Background: an optimization exercise with open tools, aiming at small area and a short achievable clock period. Do not read the settings as production practice. Where RTL was checked, it was by simulation tests only, not by an equivalence proof against the original. Power figures rest on the tool's default switching activity, not on a simulated workload.

==> module symbol_banks, before the edit <==
module symbol_banks (
    input  wire                                 clk,
    input  wire  [4:0]                          wr_hi_n,
    input  wire  [31:0]                         wr_lo_n,
    input  wire  [7:0]                          wr_row,
    input  wire  [31:0]                         sel_lo,
    input  wire  [4:0]                          sel_hi,
    output logic [7:0]                          lanes
);
    localparam int D  = intl_pkg::DEPTH;
    localparam int NG = (D + 31) / 32;
    logic [7:0] mem [0:D-1];
    for (genvar r = 0; r < D; r++) begin : g_row
        always_ff @(posedge clk) begin
            if (!wr_hi_n[r / 32] && !wr_lo_n[r % 32]) begin
                mem[r] <= wr_row;
            end
        end
    end
    for (genvar b = 0; b < 8; b++) begin : g_bit
        logic [NG-1:0] grp;
        for (genvar g = 0; g < NG; g++) begin : g_grp
            logic [31:0] t;
            for (genvar m = 0; m < 32; m++) begin : g_m
                if (g * 32 + m < D) begin : g_in
                    assign t[m] = sel_lo[m] & mem[g * 32 + m][b];
                end else begin : g_out
                    assign t[m] = 1'b0;
                end
            end
            assign grp[g] = sel_hi[g] & (|t);
        end
        assign lanes[b] = |grp;
    end
endmodule
==> module read_sequencer, before the edit <==
module read_sequencer #(
    parameter int stride = intl_pkg::STRIDE
) (
    input  wire                         clk,
    input  wire                         n_rst,
    input  wire                         st_a,
    input  wire                         md_a,
    input  wire  [intl_pkg::POS_W-1:0]  wr_pos,
    output logic                        busy,
    output logic [intl_pkg::POS_W-1:0]  pos,
    output logic [31:0]                 sel_lo,
    output logic [4:0]                  sel_hi
);
    localparam int PW = intl_pkg::POS_W;
        logic          q16;
    logic          last;
    logic [PW-1:0] pos_sum;
    logic [PW-1:0] pos_next;
    logic [PW-1:0] pos_d;
    assign last    = q16 ? (pos[3:0] == 4'd9) : (pos == PW'(136 - stride));
    assign pos_sum = pos + PW'(stride);
    always_comb begin
        if (q16)
            pos_next = {4'd0, pos_sum[3:0]};
        else if (pos_sum >= PW'(136))
            pos_next = pos_sum - PW'(136);
        else
            pos_next = pos_sum;
    end
    always_comb begin
        if (busy)      pos_d = pos_next;
        else if (st_a) pos_d = '0;
        else           pos_d = wr_pos;
    end
    always_ff @(posedge clk or negedge n_rst) begin
        if (!n_rst) begin
            busy <= 1'b0;
        end else begin
            if (!busy) begin
                busy <= st_a;
            end else if (last) begin
                busy <= 1'b0;
            end
        end
    end
    always_ff @(posedge clk) begin
        if (!busy) begin
            q16 <= md_a;
        end
        pos <= pos_d;
        for (int i = 0; i < 32; i++) sel_lo[i] <= (pos_d[4:0] == 5'(i));
        for (int i = 0; i < 5; i++)  sel_hi[i] <= (pos_d[7:5] == 3'(i));
    end
endmodule
==> module intl_top, before the edit <==
module intl_top #(
    parameter int sym_w  = intl_pkg::SYM_W,
    parameter int addr_w = intl_pkg::ADDR_W,
    parameter int stride = intl_pkg::STRIDE
) (
    input  wire                 clk,
    input  wire                 n_rst,
    input  wire  [sym_w-1:0]    wdata,
    input  wire  [addr_w-1:0]   waddr,
    input  wire                 wen,
    input  wire  [addr_w-1:0]   pb_len,
    input  wire                 start,
    output logic [sym_w-1:0]    rdata0,
    output logic [sym_w-1:0]    rdata1,
    output logic [sym_w-1:0]    rdata2,
    output logic [sym_w-1:0]    rdata3,
    output logic                dout_vld
);
    localparam int PW = intl_pkg::POS_W;
    logic        is64, is544, lt64, lt544;
    pb_size_decode u_decode (
        .pb_len (pb_len),
        .waddr  (waddr),
        .is64   (is64),
        .is544  (is544),
        .lt64   (lt64),
        .lt544  (lt544)
    );
    logic        wen_a, start_a;
    logic        md_a, l544_a, lt64_a, lt544_a;
    logic [9:0]  addr_a;
    logic [1:0]  wd_a;
    logic        wv_a, st_a;
    always_ff @(posedge clk or negedge n_rst) begin
        if (!n_rst) begin
            wen_a   <= 1'b0;
            start_a <= 1'b0;
        end else begin
            wen_a   <= wen;
            start_a <= start;
        end
    end
    always_ff @(posedge clk) begin
        md_a    <= is64;
        l544_a  <= is544;
        lt64_a  <= lt64;
        lt544_a <= lt544;
        addr_a  <= waddr[9:0];
        wd_a    <= wdata;
    end
    assign wv_a = wen_a && ((md_a && lt64_a) || (l544_a && lt544_a));
    assign st_a = start_a && (md_a || l544_a);
    logic [1:0]    qb;
    logic [9:0]    base;
    logic [9:0]    off;
    logic [PW-1:0] wp;
    logic [1:0]    wl;
    always_comb begin
        if (addr_a >= 10'd408) begin
            qb = 2'd3; base = 10'd408;
        end else if (addr_a >= 10'd272) begin
            qb = 2'd2; base = 10'd272;
        end else if (addr_a >= 10'd136) begin
            qb = 2'd1; base = 10'd136;
        end else begin
            qb = 2'd0; base = 10'd0;
        end
        off = addr_a - base;
        if (md_a) begin
            qb = addr_a[5:4];
            wp = {4'd0, addr_a[3:0]};
        end else begin
            wp = off[PW-1:0];
        end
        wl = qb + wp[1:0];
    end
    logic          wv_b;
    logic [1:0]    wl_b;
    logic [1:0]    wd_b;
    always_ff @(posedge clk or negedge n_rst) begin
        if (!n_rst) wv_b <= 1'b0;
        else        wv_b <= wv_a;
    end
    always_ff @(posedge clk) begin
        wl_b <= wl;
        wd_b <= wd_a;
    end
    logic          rd_busy;
    logic [PW-1:0] row_b;
    logic [31:0]   rd_lo;
    logic [4:0]    rd_hi;
    read_sequencer #(
        .stride  (stride)
    ) u_seq (
        .clk     (clk),
        .n_rst   (n_rst),
        .st_a    (st_a),
        .md_a    (md_a),
        .wr_pos  (wp),
        .busy    (rd_busy),
        .pos     (row_b),
        .sel_lo  (rd_lo),
        .sel_hi  (rd_hi)
    );
    logic [7:0]    row_rd;       
    logic [31:0]   wlo_cn;       
    logic [4:0]    whi_cn;       
    logic [7:0]    wrow_c;
    logic          hit;
    logic [7:0]    base_row;
    logic [7:0]    new_row;
    assign hit      = (|(~whi_cn & rd_hi)) && (|(~wlo_cn & rd_lo));
    assign base_row = hit ? wrow_c : row_rd;
    always_comb begin
        new_row = base_row;
        new_row[wl_b*2 +: 2] = wd_b;
    end
    always_ff @(posedge clk) begin
        whi_cn <= wv_b ? ~rd_hi : '1;
        wlo_cn <= ~rd_lo;
        wrow_c <= new_row;
    end
    symbol_banks u_banks (
        .clk     (clk),
        .wr_hi_n (whi_cn),
        .wr_lo_n (wlo_cn),
        .wr_row  (wrow_c),
        .sel_lo  (rd_lo),
        .sel_hi  (rd_hi),
        .lanes   (row_rd)
    );
    lane_rotator u_out (
        .clk      (clk),
        .n_rst    (n_rst),
        .busy     (rd_busy),
        .lanes    (base_row),
        .rdata0   (rdata0),
        .rdata1   (rdata1),
        .rdata2   (rdata2),
        .rdata3   (rdata3),
        .dout_vld (dout_vld)
    );
endmodule
export LEC_CHECK = 0
export CAP_MARGIN = 20
export CORE_MARGIN = 2
export CORE_UTILIZATION = 55
export CTS_CLUSTER_DIAMETER = 150
export CTS_CLUSTER_SIZE = 28
export SLEW_MARGIN = 20
create_clock -name core_clock -period 10.0 [get_ports {clk}]
standard.sh (not shown) runs the stock make flow with config.mk's settings and CLKGATE_MAP_FILE= SYNTH_SCRIPT=/design/flow/synth_recipe.tcl, a recipe that flattens the netlist after the stock synthesis.
==> flow/flow/run.sh <==
#!/bin/bash
# Standard ORFS layout, with repair_timing asked for extra setup slack so that
# the achieved period (not only the 10 ns constraint) is optimised, and the
# ports buffered with a fast buffer. Each step's log stays in orfs/logs.
set -euo pipefail
MARGIN=7.0
bash standard.sh SETUP_SLACK_MARGIN=$MARGIN TNS_END_PERCENT=20 \
    "BUFFER_PORTS_ARGS=-buffer_cell sky130_fd_sc_hd__buf_4" finish > standard.log 2>&1
The starting point passed the timing, DRC and antenna checks.
Then changed:
--- a/flow/design.v
+++ b/flow/design.v
@@ -30,19 +30,20 @@
 `default_nettype none
 module symbol_banks (
     input  wire                                 clk,
-    input  wire  [4:0]                          wr_hi_n,
-    input  wire  [31:0]                         wr_lo_n,
+    input  wire  [8:0]                          wr_hi_n,
+    input  wire  [15:0]                         wr_lo_n,
     input  wire  [7:0]                          wr_row,
-    input  wire  [31:0]                         sel_lo,
-    input  wire  [4:0]                          sel_hi,
+    input  wire  [15:0]                         sel_lo,
+    input  wire  [15:0]                         sel_lo_n,    
+    input  wire  [8:0]                          sel_hi,
     output logic [7:0]                          lanes
 );
     localparam int D  = intl_pkg::DEPTH;
-    localparam int NG = (D + 31) / 32;
+    localparam int NG = (D + 15) / 16;
     logic [7:0] mem [0:D-1];
     for (genvar r = 0; r < D; r++) begin : g_row
         always_ff @(posedge clk) begin
-            if (!wr_hi_n[r / 32] && !wr_lo_n[r % 32]) begin
+            if (!wr_hi_n[r / 16] && !wr_lo_n[r % 16]) begin
                 mem[r] <= wr_row;
             end
         end
@@ -50,10 +51,10 @@
     for (genvar b = 0; b < 8; b++) begin : g_bit
         logic [NG-1:0] grp;
         for (genvar g = 0; g < NG; g++) begin : g_grp
-            logic [31:0] t;
-            for (genvar m = 0; m < 32; m++) begin : g_m
-                if (g * 32 + m < D) begin : g_in
-                    assign t[m] = sel_lo[m] & mem[g * 32 + m][b];
+            logic [15:0] t;
+            for (genvar m = 0; m < 16; m++) begin : g_m
+                if (g * 16 + m < D) begin : g_in
+                    assign t[m] = ((b < 4) ? sel_lo[m] : !sel_lo_n[m]) & mem[g * 16 + m][b];
                 end else begin : g_out
                     assign t[m] = 1'b0;
                 end
@@ -76,8 +77,9 @@
     input  wire  [intl_pkg::POS_W-1:0]  wr_pos,
     output logic                        busy,
     output logic [intl_pkg::POS_W-1:0]  pos,
-    output logic [31:0]                 sel_lo,
-    output logic [4:0]                  sel_hi
+    output logic [15:0]                 sel_lo,
+    output logic [15:0]                 sel_lo_n,
+    output logic [8:0]                  sel_hi
 );
     localparam int PW = intl_pkg::POS_W;
         logic          q16;
@@ -116,8 +118,9 @@
             q16 <= md_a;
         end
         pos <= pos_d;
-        for (int i = 0; i < 32; i++) sel_lo[i] <= (pos_d[4:0] == 5'(i));
-        for (int i = 0; i < 5; i++)  sel_hi[i] <= (pos_d[7:5] == 3'(i));
+        for (int i = 0; i < 16; i++) sel_lo[i] <= (pos_d[3:0] == 4'(i));
+        for (int i = 0; i < 16; i++) sel_lo_n[i] <= (pos_d[3:0] != 4'(i));
+        for (int i = 0; i < 9; i++)  sel_hi[i] <= (pos_d[7:4] == 4'(i));
     end
 endmodule
 `default_nettype wire
@@ -245,8 +248,9 @@
     end
     logic          rd_busy;
     logic [PW-1:0] row_b;
-    logic [31:0]   rd_lo;
-    logic [4:0]    rd_hi;
+    logic [15:0]   rd_lo;
+    logic [15:0]   rd_lo_n;
+    logic [8:0]    rd_hi;
     read_sequencer #(
         .stride  (stride)
     ) u_seq (
@@ -258,11 +262,12 @@
         .busy    (rd_busy),
         .pos     (row_b),
         .sel_lo  (rd_lo),
+        .sel_lo_n(rd_lo_n),
         .sel_hi  (rd_hi)
     );
     logic [7:0]    row_rd;       
-    logic [31:0]   wlo_cn;       
-    logic [4:0]    whi_cn;       
+    logic [15:0]   wlo_cn;       
+    logic [8:0]    whi_cn;       
     logic [7:0]    wrow_c;
     logic          hit;
     logic [7:0]    base_row;
@@ -284,6 +289,7 @@
         .wr_lo_n (wlo_cn),
         .wr_row  (wrow_c),
         .sel_lo  (rd_lo),
+        .sel_lo_n(rd_lo_n),
         .sel_hi  (rd_hi),
         .lanes   (row_rd)
     );
=> Count of clock-buffer cells in the layout is unchanged; clock skew shrinks by 0.022 ns; setup slack is about the same; fmax is about the same; routed wire length shrinks by 6.0%.
No functional check of the RTL was part of any run of this note.

---

Another version of the RTL of intl_top (not shown whole).
Size: about 1,200 flip-flops, about 0.044 sq mm of cells after synthesis.
==> module symbol_banks, before the edit <==
module symbol_banks (
    input  wire                                 clk,
    input  wire  [8:0]                          wr_hi_n,
    input  wire  [15:0]                         wr_lo_n,
    input  wire  [7:0]                          wr_row,
    input  wire  [15:0]                         sel_lo,
    input  wire  [8:0]                          sel_hi,
    output logic [7:0]                          lanes
);
    localparam int D  = intl_pkg::DEPTH;
    localparam int NG = (D + 15) / 16;
    logic [7:0] mem [0:D-1];
    for (genvar r = 0; r < D; r++) begin : g_row
        always_ff @(posedge clk) begin
            if (!wr_hi_n[r / 16] && !wr_lo_n[r % 16]) begin
                mem[r] <= wr_row;
            end
        end
    end
    for (genvar b = 0; b < 8; b++) begin : g_bit
        logic [NG-1:0] grp;
        for (genvar g = 0; g < NG; g++) begin : g_grp
            logic [15:0] t;
            for (genvar m = 0; m < 16; m++) begin : g_m
                if (g * 16 + m < D) begin : g_in
                    assign t[m] = sel_lo[m] & mem[g * 16 + m][b];
                end else begin : g_out
                    assign t[m] = 1'b0;
                end
            end
            assign grp[g] = sel_hi[g] & (|t);
        end
        assign lanes[b] = |grp;
    end
endmodule
==> module intl_top, before the edit <==
module intl_top #(
    parameter int sym_w  = intl_pkg::SYM_W,
    parameter int addr_w = intl_pkg::ADDR_W,
    parameter int stride = intl_pkg::STRIDE
) (
    input  wire                 clk,
    input  wire                 n_rst,
    input  wire  [sym_w-1:0]    wdata,
    input  wire  [addr_w-1:0]   waddr,
    input  wire                 wen,
    input  wire  [addr_w-1:0]   pb_len,
    input  wire                 start,
    output logic [sym_w-1:0]    rdata0,
    output logic [sym_w-1:0]    rdata1,
    output logic [sym_w-1:0]    rdata2,
    output logic [sym_w-1:0]    rdata3,
    output logic                dout_vld
);
    localparam int PW = intl_pkg::POS_W;
    logic        is64, wr_ok, st_ok;
    pb_size_decode u_decode (
        .pb_len (pb_len),
        .waddr  (waddr),
        .wen    (wen),
        .start  (start),
        .is64   (is64),
        .wr_ok  (wr_ok),
        .st_ok  (st_ok)
    );
    logic        wv_a, st_a;
    logic        md_a;
    logic [9:0]  addr_a;
    logic [1:0]  wd_a;
    always_ff @(posedge clk or negedge n_rst) begin
        if (!n_rst) begin
            wv_a <= 1'b0;
            st_a <= 1'b0;
        end else begin
            wv_a <= wr_ok;
            st_a <= st_ok;
        end
    end
    always_ff @(posedge clk) begin
        md_a   <= is64;
        addr_a <= waddr[9:0];
        wd_a   <= wdata;
    end
    logic [1:0]    qb;
    logic [9:0]    base;
    logic [9:0]    off;
    logic [PW-1:0] wp;
    logic [1:0]    wl;
    always_comb begin
        if (addr_a >= 10'd408) begin
            qb = 2'd3; base = 10'd408;
        end else if (addr_a >= 10'd272) begin
            qb = 2'd2; base = 10'd272;
        end else if (addr_a >= 10'd136) begin
            qb = 2'd1; base = 10'd136;
        end else begin
            qb = 2'd0; base = 10'd0;
        end
        off = addr_a - base;
        if (md_a) begin
            qb = addr_a[5:4];
            wp = {4'd0, addr_a[3:0]};
        end else begin
            wp = off[PW-1:0];
        end
        wl = qb + wp[1:0];
    end
    logic          wv_b;
    logic [1:0]    wl_b;
    logic [1:0]    wd_b;
    always_ff @(posedge clk or negedge n_rst) begin
        if (!n_rst) wv_b <= 1'b0;
        else        wv_b <= wv_a;
    end
    always_ff @(posedge clk) begin
        wl_b <= wl;
        wd_b <= wd_a;
    end
    logic          rd_busy;
    logic [PW-1:0] row_b;
    logic [15:0]   rd_lo;
    logic [8:0]    rd_hi;
    read_sequencer #(
        .stride  (stride)
    ) u_seq (
        .clk     (clk),
        .n_rst   (n_rst),
        .st_a    (st_a),
        .md_a    (md_a),
        .wr_pos  (wp),
        .busy    (rd_busy),
        .pos     (row_b),
        .sel_lo  (rd_lo),
        .sel_hi  (rd_hi)
    );
    logic [7:0]    row_rd;       
    logic [15:0]   wlo_cn;       
    logic [8:0]    whi_cn;       
    logic [7:0]    wrow_c;
    logic          hit;
    logic [7:0]    base_row;
    logic [7:0]    new_row;
    assign hit      = (|(~whi_cn & rd_hi)) && (|(~wlo_cn & rd_lo));
    assign base_row = hit ? wrow_c : row_rd;
    always_comb begin
        new_row = base_row;
        new_row[wl_b*2 +: 2] = wd_b;
    end
    always_ff @(posedge clk) begin
        whi_cn <= wv_b ? ~rd_hi : '1;
        wlo_cn <= ~rd_lo;
        wrow_c <= new_row;
    end
    symbol_banks u_banks (
        .clk     (clk),
        .wr_hi_n (whi_cn),
        .wr_lo_n (wlo_cn),
        .wr_row  (wrow_c),
        .sel_lo  (rd_lo),
        .sel_hi  (rd_hi),
        .lanes   (row_rd)
    );
    lane_rotator u_out (
        .clk      (clk),
        .n_rst    (n_rst),
        .busy     (rd_busy),
        .lanes    (row_rd),
        .rdata0   (rdata0),
        .rdata1   (rdata1),
        .rdata2   (rdata2),
        .rdata3   (rdata3),
        .dout_vld (dout_vld)
    );
endmodule
clock: 10.0 ns
lec_check: 0
cap_margin: 20
core_margin: 2
core_utilization: 55
cts_cluster_diameter: 150
cts_cluster_size: 28
slew_margin: 20
Scripts as last shown in full above: flow/flow/run.sh
Edit:
--- a/flow/design.v
+++ b/flow/design.v
@@ -34,6 +34,6 @@
 module symbol_banks (
     input  wire                                 clk,
-    input  wire  [8:0]                          wr_hi_n,
-    input  wire  [15:0]                         wr_lo_n,
+    input  wire                                 wr_en,
+    input  wire  [intl_pkg::POS_W-1:0]          wr_pos,
     input  wire  [7:0]                          wr_row,
     input  wire  [15:0]                         sel_lo,
@@ -44,9 +44,7 @@
     localparam int NG = (D + 15) / 16;
     logic [7:0] mem [0:D-1];
-    for (genvar r = 0; r < D; r++) begin : g_row
-        always_ff @(posedge clk) begin
-            if (!wr_hi_n[r / 16] && !wr_lo_n[r % 16]) begin
-                mem[r] <= wr_row;
-            end
+    always_ff @(posedge clk) begin
+        if (wr_en) begin
+            mem[wr_pos] <= wr_row;
         end
     end
@@ -256,25 +254,26 @@
     );
     logic [7:0]    row_rd;       
-    logic [15:0]   wlo_cn;       
-    logic [8:0]    whi_cn;       
+    logic          wv_c;
+    logic [PW-1:0] row_c;
     logic [7:0]    wrow_c;
-    logic          hit;
     logic [7:0]    base_row;
     logic [7:0]    new_row;
-    assign hit      = (|(~whi_cn & rd_hi)) && (|(~wlo_cn & rd_lo));
-    assign base_row = hit ? wrow_c : row_rd;
+    assign base_row = (wv_c && (row_c == row_b)) ? wrow_c : row_rd;
     always_comb begin
         new_row = base_row;
         new_row[wl_b*2 +: 2] = wd_b;
     end
-    always_ff @(posedge clk) begin
-        whi_cn <= wv_b ? ~rd_hi : '1;
-        wlo_cn <= ~rd_lo;
+    always_ff @(posedge clk or negedge n_rst) begin
+        if (!n_rst) wv_c <= 1'b0;
+        else        wv_c <= wv_b;
+    end
+    always_ff @(posedge clk) begin
+        row_c  <= row_b;
         wrow_c <= new_row;
     end
     symbol_banks u_banks (
         .clk     (clk),
-        .wr_hi_n (whi_cn),
-        .wr_lo_n (wlo_cn),
+        .wr_en   (wv_c),
+        .wr_pos  (row_c),
         .wr_row  (wrow_c),
         .sel_lo  (rd_lo),
- The changed run finished with timing, DRC and antenna clean
- design area is about the same
- non-clock buffer count grows by 39
- maximum frequency came out lower by 1.2%
- clock-buffer cell count went down by 19
- core utilization went up by 1.9 points
- clock power came out lower by about 3%
- cell count is lower by 2.4%
- setup slack got worse by 38 ps
- sequential cell count decreases by 16
- area after synthesis decreases by 2.3%
For the second run of this note, only the layout was checked, not whether the RTL still works.

## afterwards: timing with drivers on the ports
No port has a modelled driver above. Below, the same layouts with a new extraction and two added sets of constraints.
Step 1, drivers: a clkbuf_16 drives clk and a buf_2 each remaining input, both assumed.
Step 2, shift: input delay + t, output delay - t, t = (earliest + latest rising clock arrival at the registers) / 2. This alone moves slack from input paths to output paths.
Slacks: no drivers / after step 1 / after step 2; pairs: no drivers / after step 1.
run	t (ns)	slack for setup (ns)	slew at the worst register clock pin (ns)	cell pins on the clock port's net
the first run of note 1	0.720	6.833 / 6.763 / 6.874	0.11 / 0.11	1
the second run of note 1	0.718	6.833 / 6.765 / 6.861	0.12 / 0.12	1
the first run of note 2	0.704	6.837 / 6.770 / 6.505	0.12 / 0.12	1
the second run of note 2	0.699	6.799 / 6.789 / 6.423	0.11 / 0.11	1
After both steps setup and hold are still met in every run listed. For the second run of note 2, which loses most, drivers alone change the setup slack by -0.010 ns; drivers and shift together by -0.376 ns.
